Source: an optimization exercise on an open RTL-to-GDS flow (aim: small area and a short achievable clock period). Production flows keep margins and buffers that such runs may drop. RTL that was checked went through simulation tests only; none was proved equivalent to the original.

## lane 1
## ex_top
module ex_top (
    input  logic               clk,
    input  logic               reset,
    input  logic               in_valid,
    input  logic [4:0]         operator,
    input  logic [31:0]        operand1,
    input  logic [31:0]        operand2,
    input  logic [4:0]         dest_addr,
    input  logic               dest_write,
    output logic               out_valid,
    output logic [4:0]         write_addr,
    output logic               write_enable,
    output logic [31:0]        write_data
);
Size in the first run: roughly 4200 cells after synthesis, roughly 100 flip-flops, roughly 120 I/O pins, roughly 0.033 mm2 of cells after synthesis.
Settings: LEC_CHECK=0, ABC_AREA=1, CAP_MARGIN=20, CORE_MARGIN=2, CORE_UTILIZATION=40, SETUP_SLACK_MARGIN=4.5, SLEW_MARGIN=20, SYNTH_HIERARCHICAL=1; clock period 14.0 ns.
run.sh (not shown) runs the stock make flow with config.mk's settings and CLKGATE_MAP_FILE= SYNTH_SCRIPT=/design/flow/synth_recipe.tcl, a recipe that flattens the netlist after the stock synthesis.
> inputs changed (lane 1 -> lane 2)
diff --git a/flow/design.v b/flow/design.v
--- a/flow/design.v
+++ b/flow/design.v
@@ -2414,42 +2414,37 @@
             for (genvar j = 0; j < 32; j++) begin : g_rev2
                 assign sout_rev[j] = sout[31-j];
             end
             assign sres = ({32{op_sll}} & sout_rev) | ({32{op_srl | op_sra}} & sout);
         end
     endgenerate
-    logic [31:0] hi, lo, hi_d, lo_d, hi_keep, lo_keep;
-    logic        hilo_mul, hilo_mul_n;
-    assign hilo_mul   = ~reset & in_valid & (op_mult | op_multu);
-    assign hilo_mul_n = ~reset & ~(in_valid & (op_mult | op_multu));
-    assign hi_keep = {32{hilo_mul_n}} & ((in_valid & op_mthi) ? operand1 : hi);
-    assign lo_keep = {32{hilo_mul_n}} & ((in_valid & op_mtlo) ? operand1 : lo);
-    generate
-        for (genvar j = 0; j < 32; j++) begin : g_hilo
-            ex_ao21 u_hi (.a(hi_keep[j]), .b(hilo_mul), .c(prod[32+j]), .y(hi_d[j]));
-            ex_ao21 u_lo (.a(lo_keep[j]), .b(hilo_mul), .c(prod[j]),    .y(lo_d[j]));
-        end
-    endgenerate
+    logic [31:0] hi, lo;
+    logic        hilo_mul;
+    assign hilo_mul = in_valid & (op_mult | op_multu);
     always_ff @(posedge clk) begin
-        hi <= hi_d;
-        lo <= lo_d;
-    end
-    logic [31:0] data_other, data_next;
-    logic        sel_mul;
-    assign sel_mul = op_mul | op_mult | op_multu;
-    assign data_other = lres | sres
-                      | ({32{op_add | op_addu | op_sub | op_subu}} & sum)
-                      | {31'd0, (op_slt & slt_bit) | (op_sltu & sltu_bit)}
-                      | ({32{op_clz | op_clo}} & {26'd0, lz_cnt})
-                      | ({32{op_mfhi}} & hi)
-                      | ({32{op_mflo}} & lo);
-    generate
-        for (genvar j = 0; j < 32; j++) begin : g_wd
-            ex_ao21 u_wd (.a(data_other[j]), .b(sel_mul), .c(prod[j]), .y(data_next[j]));
+        if (reset) begin
+            hi <= '0;
+            lo <= '0;
+        end else begin
+            if (hilo_mul) begin
+                hi <= prod[63:32];
+                lo <= prod[31:0];
+            end else begin
+                if (in_valid & op_mthi) hi <= operand1;
+                if (in_valid & op_mtlo) lo <= operand1;
+            end
         end
-    endgenerate
+    end
+    logic [31:0] data_next;
+    assign data_next = lres | sres
+                     | ({32{op_add | op_addu | op_sub | op_subu}} & sum)
+                     | {31'd0, (op_slt & slt_bit) | (op_sltu & sltu_bit)}
+                     | ({32{op_clz | op_clo}} & {26'd0, lz_cnt})
+                     | ({32{op_mul | op_mult | op_multu}} & prod[31:0])
+                     | ({32{op_mfhi}} & hi)
+                     | ({32{op_mflo}} & lo);
     always_ff @(posedge clk) begin
         if (reset) begin
             out_valid    <= 1'b0;
             write_enable <= 1'b0;
         end else begin
             out_valid    <= in_valid;
@@ -2458,15 +2453,12 @@
     end
     always_ff @(posedge clk) begin
         write_addr <= dest_addr;
         write_data <= data_next;
     end
 endmodule
-module ex_ao21 (input logic a, input logic b, input logic c, output logic y);
-    assign y = a | (b & c);
-endmodule
 module ex_fa (input logic a, input logic b, input logic c, output logic s, output logic co);
     assign s  = a ^ b ^ c;
     assign co = (a & b) | (a & c) | (b & c);
 endmodule
 module ex_ha (input logic a, input logic b, output logic s, output logic co);
     assign s  = a ^ b;
## What came out
Run comparison: lane 2 slowest stage cell on the critical path sky130_fd_sc_hd__a2111oi_0; lane 1 slowest stage cell on the critical path sky130_fd_sc_hd__clkdlybuf4s50_1
Comparing lane 1 and lane 2, fraction of met1 tracks used by global routing is lower on lane 1.
Lane 1 and lane 2 ended up with roughly the same cell area after placement.
Setup slack was lower in the run labelled lane 2.
Lane 2 reports its most common library cell in the layout ignoring fill and taps as sky130_fd_sc_hd__xor2_1 while lane 1 reports sky130_fd_sc_hd__nand2_1.
Lane 2 against lane 1: final-layout clock buffer total was more or less identical, sequential area share after synthesis now sits at about the same level.
No run of this note included a check of the RTL's function; only the layout flow was run.


Another version of the RTL of ex_top (not shown whole).
Size in the first run: ~3800 cells after synthesis, about 100 flip-flops, ~0.032 sq mm of cells after synthesis.
==> flow/config.mk <==
export PLATFORM = sky130hd
export DESIGN_NAME = ex_top
export DESIGN_NICKNAME = ex_top
export VERILOG_FILES = /design/flow/design.v
export SDC_FILE = /design/flow/constraint.sdc
export NUM_CORES = 4
export LEC_CHECK = 0
export ABC_AREA = 1
export CAP_MARGIN = 20
export CORE_MARGIN = 2
export CORE_UTILIZATION = 40
export SLEW_MARGIN = 20
export SYNTH_HIERARCHICAL = 1
==> flow/constraint.sdc <==
create_clock -name core_clock -period 14.0 [get_ports {clk}]
set_input_delay 2.8000 -clock core_clock [delete_from_list [all_inputs] [get_ports {clk}]]
set_output_delay 2.8000 -clock core_clock [all_outputs]
set_load 0.01 [all_outputs]
Next try:
--- a/flow/design.v
+++ b/flow/design.v
@@ -4,23 +4,23 @@
     input  logic               in_valid,
     input  logic [4:0]         operator,
     input  logic [31:0]        operand1,
     input  logic [31:0]        operand2,
     input  logic [4:0]         dest_addr,
     input  logic               dest_write,
     output logic               out_valid,
     output logic [4:0]         write_addr,
     output logic               write_enable,
     output logic [31:0]        write_data
 );
-    localparam bit SHIFT_MULT = 1;
+    localparam bit SHIFT_MULT = 0;
     logic [4:0] op;
     assign op = operator;
     logic op_or, op_and, op_nor, op_xor, op_sll, op_srl, op_sra;
     logic op_add, op_addu, op_sub, op_subu, op_slt, op_sltu, op_clz, op_clo;
     logic op_mul, op_mult, op_multu, op_mfhi, op_mflo, op_mthi, op_mtlo;
     assign op_or    = op == 5'd1;
     assign op_and   = op == 5'd2;
     assign op_nor   = op == 5'd3;
     assign op_xor   = op == 5'd4;
     assign op_sll   = op == 5'd5;
     assign op_srl   = op == 5'd6;
=>
- routed wire length increases by 8.1%
- final cell count increases by 4.5%
- critical path depth decreases by 4
- clock-buffer cell count decreases by 1
- worst hold slack improves by 47 ps
- clock skew stays flat
- sequential share of layout area decreases by 0.15 points
- design area increases by 2.6%
- die area increases by 3.1%
- core utilization decreases by 0.43 points
Only the layout flow was run in the first run of this note; the RTL was not checked for function there.


Setup of the previous run:
ex_top, a different RTL version from the one above (not shown whole).
For scale: about 4,000 cells after synthesis, ~100 flip-flops, ~120 I/O pins, ~32,000 um^2 of cells after synthesis.
export LEC_CHECK = 0
export ABC_AREA = 1
export CAP_MARGIN = 20
export CORE_MARGIN = 2
export CORE_UTILIZATION = 40
export SETUP_SLACK_MARGIN = 4.5
export SLEW_MARGIN = 20
export SYNTH_HIERARCHICAL = 1
create_clock -name core_clock -period 14.0 [get_ports {clk}]
standard.sh (not shown) runs the stock make flow with config.mk's settings and CLKGATE_MAP_FILE= SYNTH_SCRIPT=/design/flow/synth_recipe.tcl, a recipe that flattens the netlist after the stock synthesis.
==> flow/flow/run.sh <==
#!/bin/bash
# Layout flow: the standard flow (standard.sh), with the port buffers
# inserted as sky130_fd_sc_hd__buf_2 cells instead of the default delay-buffer
# cells. Every tool's output goes to flow_run.log; ORFS keeps its per-step logs
# under orfs/logs.
set -euo pipefail
export BUFFER_PORTS_ARGS="-buffer_cell sky130_fd_sc_hd__buf_2"
bash standard.sh finish > flow_run.log 2>&1
#### Input delta (the current run over the previous run)
--- a/flow/design.v
+++ b/flow/design.v
@@ -43,37 +43,36 @@
     logic [4:0] shamt;
     assign shamt = operand1[4:0];
     logic        msigned;
     logic [32:0] m;
     logic [33:0] r;
     logic        d16;
     logic [63:0] prod;
     generate
         if (SHIFT_MULT) begin : g_rsel
             logic [31:0] eq;
             logic [32:0] pw;
-            logic        is_shift, is_shr, sgn1;
-            assign is_shift = ~op[4] & ~op[3] & op[2] & (op[1] | op[0]);
-            assign is_shr   = ~op[4] & ~op[3] & op[2] & op[1];
+            logic        is_shr;
+            assign is_shr = op_srl | op_sra;
             for (genvar j = 0; j < 32; j++) begin : g_eq
                 assign eq[j] = shamt == 5'(j);
             end
             assign pw[0]  = op_sll & eq[0];
             assign pw[32] = is_shr & eq[0];
             for (genvar j = 1; j < 32; j++) begin : g_pw
                 assign pw[j] = (op_sll & eq[j]) | (is_shr & eq[32-j]);
             end
-            assign msigned = ~op[1] | (op[0] & ~op[4]);
-            assign sgn1 = msigned & operand1[31] & ~is_shift;
-            assign m = {msigned & operand2[31], operand2};
-            assign r = {sgn1, sgn1 | pw[32], (operand1 & {32{~is_shift}}) | pw[31:0]};
+            assign msigned = op_mul | op_mult;
+            assign m = {(msigned | op_sra) & operand2[31], operand2};
+            assign r = {msigned & operand1[31], (msigned & operand1[31]) | pw[32],
+                        (operand1 & {32{~(op_sll | is_shr)}}) | pw[31:0]};
             assign d16 = (r[31] | r[32]) & ~r[33];
         end else begin : g_rsel
             assign msigned = ~op[1];
             assign m = {msigned & operand2[31], operand2};
             assign r = {{2{msigned & operand1[31]}}, operand1};
             assign d16 = operand1[31] & ~msigned;
         end
     endgenerate
     wire bo1 = r[0] ^ 1'b0;
     wire bt2 = (r[1] & ~r[0] & ~1'b0) | (~r[1] & r[0] & 1'b0);
     wire pp3 = (bo1 & m[0]) ^ r[1];
@@ -2541,71 +2540,67 @@
         end
     end
     logic [31:0] lres;
     logic        kp, kg, kn;
     assign kp = op_xor | op_or;
     assign kg = op_and | op_or;
     assign kn = op_nor;
     assign lres = ({32{kp}} & alu_p) | ({32{kg}} & alu_g) | ({32{kn}} & ~(alu_p | alu_g));
     logic [31:0] sres;
     generate
         if (SHIFT_MULT) begin : g_sh
-            assign sres = '0;   
+            assign sres = ({32{op_sll}} & prod[31:0]) | ({32{op_srl | op_sra}} & prod[63:32]);
         end else begin : g_sh
             logic [31:0] sin, srev, sout;
             logic        fill;
             for (genvar j = 0; j < 32; j++) begin : g_rev
                 assign srev[j] = operand2[31-j];
             end
             assign sin  = op_sll ? srev : operand2;
             assign fill = op_sra & operand2[31];
             assign sout = 32'($signed({fill, sin}) >>> shamt);
             logic [31:0] sout_rev;
             for (genvar j = 0; j < 32; j++) begin : g_rev2
                 assign sout_rev[j] = sout[31-j];
             end
             assign sres = ({32{op_sll}} & sout_rev) | ({32{op_srl | op_sra}} & sout);
         end
     endgenerate
-    logic [31:0] hi, lo, hi_d, lo_d;
-    logic        hilo_mul, hi_ld, lo_ld, hi_hold, lo_hold;
-    assign hilo_mul = ~reset & in_valid & (op_mult | op_multu);
-    assign hi_ld    = ~reset & in_valid & op_mthi;
-    assign lo_ld    = ~reset & in_valid & op_mtlo;
-    assign hi_hold  = ~reset & ~hilo_mul & ~hi_ld;
-    assign lo_hold  = ~reset & ~hilo_mul & ~lo_ld;
-    assign hi_d = ({32{hilo_mul}} & prod[63:32]) | ({32{hi_ld}} & operand1) | ({32{hi_hold}} & hi);
-    assign lo_d = ({32{hilo_mul}} & prod[31:0])  | ({32{lo_ld}} & operand1) | ({32{lo_hold}} & lo);
+    logic [31:0] hi, lo, hi_d, lo_d, hi_keep, lo_keep;
+    logic        hilo_mul, hilo_mul_n;
+    assign hilo_mul   = ~reset & in_valid & (op_mult | op_multu);
+    assign hilo_mul_n = ~reset & ~(in_valid & (op_mult | op_multu));
+    assign hi_keep = {32{hilo_mul_n}} & ((in_valid & op_mthi) ? operand1 : hi);
+    assign lo_keep = {32{hilo_mul_n}} & ((in_valid & op_mtlo) ? operand1 : lo);
+    generate
+        for (genvar j = 0; j < 32; j++) begin : g_hilo
+            ex_ao21 u_hi (.a(hi_keep[j]), .b(hilo_mul), .c(prod[32+j]), .y(hi_d[j]));
+            ex_ao21 u_lo (.a(lo_keep[j]), .b(hilo_mul), .c(prod[j]),    .y(lo_d[j]));
+        end
+    endgenerate
     always_ff @(posedge clk) begin
         hi <= hi_d;
         lo <= lo_d;
     end
     logic [31:0] data_other, data_next;
     logic        sel_mul;
     assign sel_mul = op_mul | op_mult | op_multu;
     assign data_other = lres | sres
                       | ({32{op_add | op_addu | op_sub | op_subu}} & sum)
                       | {31'd0, (op_slt & slt_bit) | (op_sltu & sltu_bit)}
                       | ({32{op_clz | op_clo}} & {26'd0, lz_cnt})
                       | ({32{op_mfhi}} & hi)
                       | ({32{op_mflo}} & lo);
     generate
-        if (SHIFT_MULT) begin : g_wd
-            logic sel_lo, sel_hi;
-            assign sel_lo = sel_mul | op_sll;
-            assign sel_hi = op_srl | op_sra;
-            assign data_next = data_other | ({32{sel_lo}} & prod[31:0]) | ({32{sel_hi}} & prod[63:32]);
-        end else begin : g_wd
-            for (genvar j = 0; j < 32; j++) begin : g_b
-                ex_ao21 u_wd (.a(data_other[j]), .b(sel_mul), .c(prod[j]), .y(data_next[j]));
-            end
+        for (genvar j = 0; j < 32; j++) begin : g_wd
+            ex_ao21 u_wd (.a(data_other[j]), .b(sel_mul), .c(prod[j]), .y(data_next[j]));
         end
     endgenerate
     always_ff @(posedge clk) begin
         if (reset) begin
             out_valid    <= 1'b0;
             write_enable <= 1'b0;
         end else begin
             out_valid    <= in_valid;
             write_enable <= in_valid & dest_write & ~ovf;
         end
     end
Synthesized cell count, the current run and the previous run: smaller value in the previous run
The previous run and the current run ended up with roughly the same routed wire length.
Looking at cell total after placement, the current run sits 192 above the previous run.
The previous run was smaller in final cell area than the current run.
Across both runs, amount of wire on met2 after detailed routing was higher for the current run than for the previous run.
Taking the previous run as the reference, in the current run via count up 221; number of global-route vias before repair went down; final standard cell count with taps included and fillers excluded went up by 4.0%; share of the yosys chip area belonging to registers comparable.
The first element of the critical path comes out operand1[21] in one run and operand2[20] in the other, namely in the previous run and the current run respectively.
For the current run, only the layout was checked, not whether the RTL still works.

==> separate check: timing with driven ports <==
Ports are ideal in the flow. The routed layouts listed here were re-timed in OpenROAD.
Step 1 assumes that a clkbuf_16 drives the clock port and a buf_2 every other input.
Step 2 also shifts input and output timing later by t, the mid clock arrival at the registers, as if the neighbouring blocks saw the same clock.
Three values: ideal, step 1, step 2; two values: the first two.
| run | t (ns) | setup slack, ns | hold WS [ns] | worst setup path at the end | worst slew at a driven data input, ns |
|---|---|---|---|---|---|
| lane 1 | 0.472 | 4.558 / 4.587 / 4.115 | 0.591 / 0.591 / 0.591 | input to register | 0.15 |
| lane 2 | 0.418 | 4.543 / 4.554 / 4.136 | 0.478 / 0.478 / 0.478 | input to register | 0.13 |
| the first run of note 2 | 0.409 | 1.379 / 1.393 / 0.984 | 0.500 / 0.500 / 0.500 | input to register | 0.06 |
| the second run of note 2 | 0.433 | 3.243 / 3.183 / 2.750 | 0.547 / 0.547 / 0.547 | input to register | 0.11 |
| the previous run | 0.436 | 4.772 / 4.803 / 4.367 | 0.485 / 0.485 / 0.485 | input to register | 0.06 |
| the current run | 0.417 | 4.671 / 4.695 / 4.278 | 0.581 / 0.581 / 0.581 | input to register | 0.10 |
After both steps every run listed still meets setup and hold. The setup slack of the second run of note 2, which loses most, moves by -0.060 ns with the drivers and by -0.493 ns with both steps.
